Source: an optimization exercise on an open RTL-to-GDS flow (aim: small area and few clock cycles). Production flows keep margins and buffers that such runs may drop.
Only simulation tests tie the RTL to the original design; equivalence was not proved.
Power figures rest on the tool's default switching activity, not on a simulated workload.

==> run B <==
==> flow/design.v <==
package lm96570_pkg;
  localparam int DATA_WIDTH = 70;
  localparam int NBIT_WIDTH = 8;
  localparam int DEPTH      = 16;
  localparam int ADDR_W     = 4;
  localparam logic [1:0] ERR_OK       = 2'b00;
  localparam logic [1:0] ERR_MISMATCH = 2'b01;
  localparam logic [1:0] ERR_TIMEOUT  = 2'b10;
  typedef enum logic [8:0] {
    S_IDLE    = 9'b000000001,
    S_LOAD    = 9'b000000010,
    S_ISSUE_W = 9'b000000100,
    S_WAIT_W  = 9'b000001000,
    S_ISSUE_R = 9'b000010000,
    S_WAIT_R  = 9'b000100000,
    S_CHECK   = 9'b001000000,
    S_NEXT    = 9'b010000000,
    S_FINISH  = 9'b100000000
  } seq_state_t;
  typedef struct packed {
    logic [NBIT_WIDTH-1:0] nbit;
    logic [DATA_WIDTH-1:0] data;
  } tbl_entry_t;
endpackage
import lm96570_pkg::*;
module lm96570_cfg_table
#(
  parameter int RINGS = 4,
  parameter int M     = DEPTH / RINGS,
  parameter int RW    = (RINGS > 1) ? $clog2(RINGS) : 1,
  parameter int MW    = (M > 1) ? $clog2(M) : 1
) (
  input  logic                    CLK,
  input  logic                    we,
  input  logic [ADDR_W-1:0]       waddr,
  input  lm96570_pkg::tbl_entry_t wdata,
  input  logic [RW-1:0]           rsel,
  output lm96570_pkg::tbl_entry_t rdata,
  output logic [MW-1:0]           rot
);
  localparam int EW = NBIT_WIDTH + DATA_WIDTH;
  logic [EW-1:0] slot [0:DEPTH-1];    
  logic [MW-1:0] wpos;                
  logic [RW-1:0] wring;
  always_ff @(posedge CLK) rot <= rot + 1'b1;
  assign wring = (RINGS > 1) ? RW'(waddr % RINGS) : '0;
  assign wpos  = MW'(waddr / RINGS) + rot + 1'b1;
  always_ff @(posedge CLK) begin
    for (int r = 0; r < RINGS; r++)
      for (int p = 0; p < M; p++)
        if (we && wring == RW'(r) && wpos == MW'(p))
          slot[r*M + p] <= (p % 2 == 1) ? ~wdata : wdata;
        else
          slot[r*M + p] <= ~slot[r*M + ((p + M - 1) % M)];
  end
  assign rdata = slot[rsel * M];
endmodule
import lm96570_pkg::*;
module lm96570_cfg_seq
#(
  parameter int RW_BIT   = 0,
  parameter int HDR_BITS = 6,
  parameter int TMR_W    = 10,   
  parameter int RINGS    = 4
) (
  input  logic                  CLK,
  input  logic                  RESET,
  input  logic                  TBL_WE,
  input  logic [ADDR_W-1:0]     TBL_ADDR,
  input  logic [DATA_WIDTH-1:0] TBL_DATA,
  input  logic [NBIT_WIDTH-1:0] TBL_NBIT,
  input  logic                  GO,
  input  logic                  VERIFY_EN,
  input  logic [ADDR_W:0]       NUM_ENTRIES,
  output logic                  BUSY,
  output logic                  DONE,
  output logic [1:0]            ERR_CODE,
  output logic [ADDR_W-1:0]     ERR_IDX,
  output logic                  SPI_START,
  output logic [DATA_WIDTH-1:0] SPI_DATA,
  output logic [NBIT_WIDTH-1:0] SPI_NBIT,
  input  logic                  SPI_DONE,
  input  logic [DATA_WIDTH-1:0] SPI_RD_DATA
);
  localparam int M  = DEPTH / RINGS;
  localparam int RW = (RINGS > 1) ? $clog2(RINGS) : 1;
  localparam int MW = (M > 1) ? $clog2(M) : 1;
  logic              run;       
  logic              pw;        
  logic              zero;      
  logic              fly;       
  logic              rdf;       
  logic              ver;       
  logic [ADDR_W-1:0] cur;       
  logic              lastf;     
  logic [ADDR_W-1:0] nm1;       
  logic [ADDR_W-1:0] nx;        
  logic              nvalid;    
  logic              done_q;
  logic [TMR_W-1:0]  timer;
  logic [1:0]        err_q;
  logic [ADDR_W-1:0] erri_q;
  lm96570_pkg::tbl_entry_t hold;      
  lm96570_pkg::tbl_entry_t nxt;       
  lm96570_pkg::tbl_entry_t tap;
  lm96570_pkg::tbl_entry_t wr_entry;
  logic [MW-1:0]           rot;
  logic                  acc, ev, tmo, mism, hit, cap, wkill;
  logic                  adv, start_rd, start_wr, sw, sel, end_now;
  logic                  mism_end, tmo_end;
  logic                  hit_nx, hit_nn;
  logic [ADDR_W-1:0]     nn, pre;
  logic [MW-1:0]         slot_nx, slot_nn;
  logic [DATA_WIDTH-1:0] cmp_mask;
  assign wr_entry.nbit = TBL_NBIT;
  assign wr_entry.data = TBL_DATA;
  assign nn      = (nx == nm1) ? '0 : nx + 1'b1;
  assign pre     = sw ? nn : nx;
  assign slot_nx = MW'(nx / RINGS) + rot;
  assign slot_nn = MW'(nn / RINGS) + rot;
  assign hit_nx  = (slot_nx == '0);
  assign hit_nn  = (slot_nn == '0);
  lm96570_cfg_table #(.RINGS(RINGS)) u_table (
    .CLK   (CLK),
    .we    (TBL_WE),
    .waddr (TBL_ADDR),
    .wdata (wr_entry),
    .rsel  (RW'(pre % RINGS)),
    .rdata (tap),
    .rot   (rot)
  );
  assign acc   = GO & ~run;
  assign ev    = fly & SPI_DONE & ~done_q;
  assign tmo   = fly & (&timer);
  assign hit   = sw ? hit_nn : hit_nx;
  assign cap   = hit & (sw | ~nvalid);
  assign wkill = TBL_WE & (sw ? (TBL_ADDR == nn) : (TBL_ADDR == nx));
  always_comb begin
    cmp_mask = '0;
    for (int i = HDR_BITS; i < DATA_WIDTH; i++)
      cmp_mask[i] = (i < 32'(hold.nbit));
  end
  assign mism = rdf & (((SPI_RD_DATA ^ hold.data) & cmp_mask) != '0);
  assign adv      = ev & (rdf ? ~mism : ~ver);
  assign start_rd = ev & ~rdf & ver;
  assign sw       = nvalid & (pw | (ev & (rdf | ~ver) & ~lastf));
  assign start_wr = sw & ~mism_end;
  assign mism_end = ev & mism;
  assign tmo_end  = tmo & ~ev;
  assign end_now  = run & (zero | tmo_end | mism_end | (adv & lastf));
  assign sel      = nvalid & (pw | (ev & (rdf | ~ver)));
  assign SPI_START = start_wr | start_rd;
  assign DONE      = end_now;
  assign BUSY      = run & ~end_now;
  assign SPI_DATA[DATA_WIDTH-1:1] = sel ? nxt.data[DATA_WIDTH-1:1] : hold.data[DATA_WIDTH-1:1];
  assign SPI_DATA[RW_BIT]         = sel ? nxt.data[RW_BIT] : (hold.data[RW_BIT] | rdf | ev);
  assign SPI_NBIT                 = sel ? nxt.nbit : hold.nbit;
  assign ERR_CODE = run ? {tmo_end, mism_end} : err_q;
  assign ERR_IDX  = run ? ((tmo_end | mism_end) ? cur : '0) : erri_q;
  always_ff @(posedge CLK) begin
    done_q <= SPI_DONE;
    if (sel) hold <= nxt;
    if (cap) nxt <= tap;
    if (SPI_START) timer <= '0;
    else           timer <= timer + 1'b1;
  end
  always_ff @(posedge CLK or posedge RESET) begin
    if (RESET) begin
      run    <= 1'b0;
      pw     <= 1'b0;
      zero   <= 1'b0;
      fly    <= 1'b0;
      rdf    <= 1'b0;
      ver    <= 1'b0;
      cur    <= '0;
      lastf  <= 1'b0;
      nm1    <= '0;
      nx     <= '0;
      nvalid <= 1'b0;
      err_q  <= ERR_OK;
      erri_q <= '0;
    end else begin
      zero   <= acc & (NUM_ENTRIES == '0);
      nvalid <= (nvalid & ~sw | cap) & ~wkill;
      if (acc) begin
        run <= 1'b1;
        ver <= VERIFY_EN;
        nm1 <= NUM_ENTRIES[ADDR_W] ? '1 : NUM_ENTRIES[ADDR_W-1:0] - 1'b1;
        if (NUM_ENTRIES != '0) pw <= 1'b1;
      end
      fly <= SPI_START | (fly & ~ev & ~end_now);
      if (sw) begin
        pw    <= 1'b0;
        rdf   <= 1'b0;
        cur   <= nx;
        lastf <= (nx == nm1);
        nx    <= nn;
      end else begin
        if (adv & ~lastf) pw <= 1'b1;
        if (start_rd)     rdf <= 1'b1;
      end
      if (end_now) begin
        run    <= 1'b0;
        err_q  <= ERR_CODE;
        erri_q <= ERR_IDX;
        if (nx != '0) begin
          nx     <= '0;
          nvalid <= 1'b0;
        end
      end
    end
  end
endmodule
==> flow/flow/run.sh <==
#!/bin/bash
# Layout flow: the standard ORFS flow (standard.sh, unchanged synthesis)
# with two changes: the port buffers use buf_1 instead of the default
# delay-buffer cell, and clock tree synthesis inserts no dummy loads and
# builds the tree from clkbuf_8 (root: clkbuf_16) with sink clusters of up to
# 16 flops within 60 um. ORFS writes each step's log under orfs/logs/; the
# make output goes to standard.log.
set -euo pipefail
export BUFFER_PORTS_ARGS="-buffer_cell sky130_fd_sc_hd__buf_1"
export CTS_ARGS="-sink_clustering_enable -repair_clock_nets -dont_use_dummy_load -root_buf sky130_fd_sc_hd__clkbuf_16 -sink_clustering_size 16 -sink_clustering_max_diameter 60 -buf_list {sky130_fd_sc_hd__clkbuf_8}"
bash standard.sh > standard.log 2>&1
==> flow/standard.sh <==
#!/bin/bash
# synth_recipe.tcl (not shown) runs the flow's synth.tcl, then flattens the netlist and writes it again
# the make line also repeats each setting of config.mk as NAME=value (left out here)
make -C /OpenROAD-flow-scripts/flow DESIGN_CONFIG=/design/flow/config.mk WORK_HOME=/design/flow/orfs CLKGATE_MAP_FILE= SYNTH_SCRIPT=/design/flow/synth_recipe.tcl "${@:-finish}"
==> flow/config.mk <==
export PLATFORM = sky130hd
export DESIGN_NAME = lm96570_cfg_seq
export DESIGN_NICKNAME = lm96570_cfg_seq
export VERILOG_FILES = /design/flow/design.v
export SDC_FILE = /design/flow/constraint.sdc
export NUM_CORES = 4
export LEC_CHECK = 0
export CAP_MARGIN = 20
export CORE_MARGIN = 2
export CORE_UTILIZATION = 50
export SLEW_MARGIN = 20
==> flow/constraint.sdc <==
create_clock -name core_clock -period 5.0 [get_ports {CLK}]
set_input_delay 1.0000 -clock core_clock [delete_from_list [all_inputs] [get_ports {CLK}]]
set_output_delay 1.0000 -clock core_clock [all_outputs]
set_load 0.01 [all_outputs]
==> run A: changes against run B <==
--- a/flow/design.v
+++ b/flow/design.v
@@ -24,4 +24,14 @@
 endpackage
 import lm96570_pkg::*;
+module lm96570_slot_next
+(
+  input  logic we,
+  input  logic we_n,
+  input  logic prev,
+  input  logic wd_n,
+  output logic d
+);
+  assign d = ~((we_n & prev) | (we & wd_n));
+endmodule
 module lm96570_cfg_table
 #(
@@ -40,19 +50,41 @@
 );
   localparam int EW = NBIT_WIDTH + DATA_WIDTH;
-  logic [EW-1:0] slot [0:DEPTH-1];    
-  logic [MW-1:0] wpos;                
+  logic [EW-1:0] slot  [0:DEPTH-1];    
+  logic [EW-1:0] snext [0:DEPTH-1];
+  logic [MW-1:0] wpos;                 
   logic [RW-1:0] wring;
+  logic [EW-1:0] wd, wd_inv;
   always_ff @(posedge CLK) rot <= rot + 1'b1;
-  assign wring = (RINGS > 1) ? RW'(waddr % RINGS) : '0;
-  assign wpos  = MW'(waddr / RINGS) + rot + 1'b1;
+  assign wring  = (RINGS > 1) ? RW'(waddr % RINGS) : '0;
+  assign wpos   = MW'(waddr / RINGS) + rot + 1'b1;
+  assign wd     = wdata;
+  assign wd_inv = ~wdata;
+  for (genvar r = 0; r < RINGS; r++) begin : g_ring
+    for (genvar p = 0; p < M; p++) begin : g_slot
+      logic sel_w;
+      assign sel_w = we && (wring == RW'(r)) && (wpos == MW'(p));
+      logic          sel_w_n;
+      logic [EW-1:0] wsrc;
+      assign sel_w_n = ~sel_w;
+      assign wsrc = (p % 2 == 1) ? wd : wd_inv;
+      for (genvar b = 0; b < EW; b++) begin : g_bit
+        lm96570_slot_next u_next (
+          .we   (sel_w),
+          .we_n (sel_w_n),
+          .prev (slot[r*M + ((p + M - 1) % M)][b]),
+          .wd_n (wsrc[b]),
+          .d    (snext[r*M + p][b])
+        );
+      end
+    end
+  end
   always_ff @(posedge CLK) begin
+    for (int i = 0; i < DEPTH; i++) slot[i] <= snext[i];
+  end
+  always_comb begin
+    rdata = '0;
     for (int r = 0; r < RINGS; r++)
-      for (int p = 0; p < M; p++)
-        if (we && wring == RW'(r) && wpos == MW'(p))
-          slot[r*M + p] <= (p % 2 == 1) ? ~wdata : wdata;
-        else
-          slot[r*M + p] <= ~slot[r*M + ((p + M - 1) % M)];
-  end
-  assign rdata = slot[rsel * M];
+      rdata = rdata | (slot[r*M] & {EW{rsel == RW'(r)}});
+  end
 endmodule
 import lm96570_pkg::*;
@@ -116,5 +148,5 @@
   assign wr_entry.data = TBL_DATA;
   assign nn      = (nx == nm1) ? '0 : nx + 1'b1;
-  assign pre     = sw ? nn : nx;
+  assign pre     = nvalid ? nn : nx;
   assign slot_nx = MW'(nx / RINGS) + rot;
   assign slot_nn = MW'(nn / RINGS) + rot;
@@ -133,5 +165,5 @@
   assign ev    = fly & SPI_DONE & ~done_q;
   assign tmo   = fly & (&timer);
-  assign hit   = sw ? hit_nn : hit_nx;
+  assign hit   = nvalid ? hit_nn : hit_nx;
   assign cap   = hit & (sw | ~nvalid);
   assign wkill = TBL_WE & (sw ? (TBL_ADDR == nn) : (TBL_ADDR == nx));
@@ -162,6 +194,6 @@
     if (sel) hold <= nxt;
     if (cap) nxt <= tap;
-    if (SPI_START) timer <= '0;
-    else           timer <= timer + 1'b1;
+    if (sw | start_rd) timer <= '0;
+    else               timer <= timer + 1'b1;
   end
   always_ff @(posedge CLK or posedge RESET) begin
@@ -189,5 +221,5 @@
         if (NUM_ENTRIES != '0) pw <= 1'b1;
       end
-      fly <= SPI_START | (fly & ~ev & ~end_now);
+      fly <= ~end_now & (sw | start_rd | (fly & ~ev));
       if (sw) begin
         pw    <= 1'b0;
==> flow/flow/run.sh (replaced) <==
#!/bin/bash
set -euo pipefail
export PRE_FLOORPLAN_TCL="$PWD/flow/downsize.tcl"
export BUFFER_PORTS_ARGS="-buffer_cell sky130_fd_sc_hd__buf_1"
export CTS_ARGS="-sink_clustering_enable -repair_clock_nets -dont_use_dummy_load -root_buf sky130_fd_sc_hd__clkbuf_16 -sink_clustering_size 16 -sink_clustering_max_diameter 60 -buf_list {sky130_fd_sc_hd__clkbuf_8}"
bash standard.sh > standard.log 2>&1
==> flow/flow/downsize.tcl (new file) <==
# Runs before floorplanning (PRE_FLOORPLAN_TCL). Hierarchical synthesis maps
# each table slot-update bit (lm96570_slot_next) on its own and picks the
# double-drive a22oi_2 for it, though each drives a single flip-flop D pin.
# Set every a22oi_2 with a single load back to a22oi_1; timing repair later
# in the flow resizes where needed.
set one [[ord::get_db] findMaster sky130_fd_sc_hd__a22oi_1]
set n 0
foreach inst [[ord::get_db_block] getInsts] {
  if {[[$inst getMaster] getName] ne "sky130_fd_sc_hd__a22oi_2"} continue
  set out [$inst findITerm Y]
  set net [$out getNet]
  if {$net eq "NULL"} continue
  if {[llength [$net getITerms]] == 2} {
    $inst swapMaster $one
    incr n
  }
}
puts "downsize.tcl: a22oi_2 -> a22oi_1 on $n cells"
Settings changed: CORE_UTILIZATION 50 to 65, PLACE_DENSITY set to 0.72, SYNTH_HIERARCHICAL set to 1, SYNTH_MINIMUM_KEEP_SIZE set to 0.
==> comparison table <==
metric                                                         run B                 run A
Outcome                                     timing/DRC/antenna clean       failed layout checks
Layout check failures                                              -  negative setup slack
Via count                                                      33000                 35800
Vias in the first global route                                 30600                 35400
Post-route clock period utilization                            0.988                  1.01
Sequential Power Share                                         0.659                 0.552
Total chip power                                             23.0 mW               31.3 mW
FILL cells                                                      8732                  4761
YS warnings                                                        3                    11
Clock network share of area                                   0.0304                0.0296
Sequential fraction of total cell area                         0.570                 0.602
Worst Hold Slack                                            0.312 ns              0.248 ns
Final worst slack                                          0.0608 ns            -0.0524 ns
Nets@finish                                                     4950                  4104
Met1 Track Usage GR                                            0.375                 0.579
Max-Slew Margin vs Limit                                       0.367                 0.343
Post_cts resized                                                   2                     5
Logic pwr share                                                0.093                 0.274
Final weighted congestion in routability-driven placement      0.881                 0.926
Data arrival time of the worst path                          3.94 ns               4.05 ns
Testbench counts of run B, summed over its fixed seeds: cycles 50,498.
Testbench counts of run A, summed over its fixed seeds: cycles 50,498.

## static timing again, ports no longer ideal
The results above use ideal ports. As a check the final layouts listed here were re-extracted and re-timed, cells and wires unchanged. Step 1 (the two cells are an assumption about what drives the block):
set clk [get_ports {CLK}]
set_driving_cell -lib_cell sky130_fd_sc_hd__clkbuf_16 $clk
set_driving_cell -lib_cell sky130_fd_sc_hd__buf_2 [delete_from_list [all_inputs] $clk]
Step 2 adds t to the input delays and takes it off the output delays; t is the mean of the earliest and latest rising clock arrival at the registers after step 1. Input paths then give back, and output paths get back, about the clock's delay inside the block. Three values: no drivers, after step 1, after step 2; two values: the first two.
run | shift t [ns] | setup WS [ns] | clock arrival spread, ns | cell pins on the clock port's net
run B | 0.698 | 0.061 / -0.009 / 0.299 | 0.076 / 0.076 | 1
run A | 0.681 | -0.052 / -0.126 / 0.174 | 0.084 / 0.083 | 1
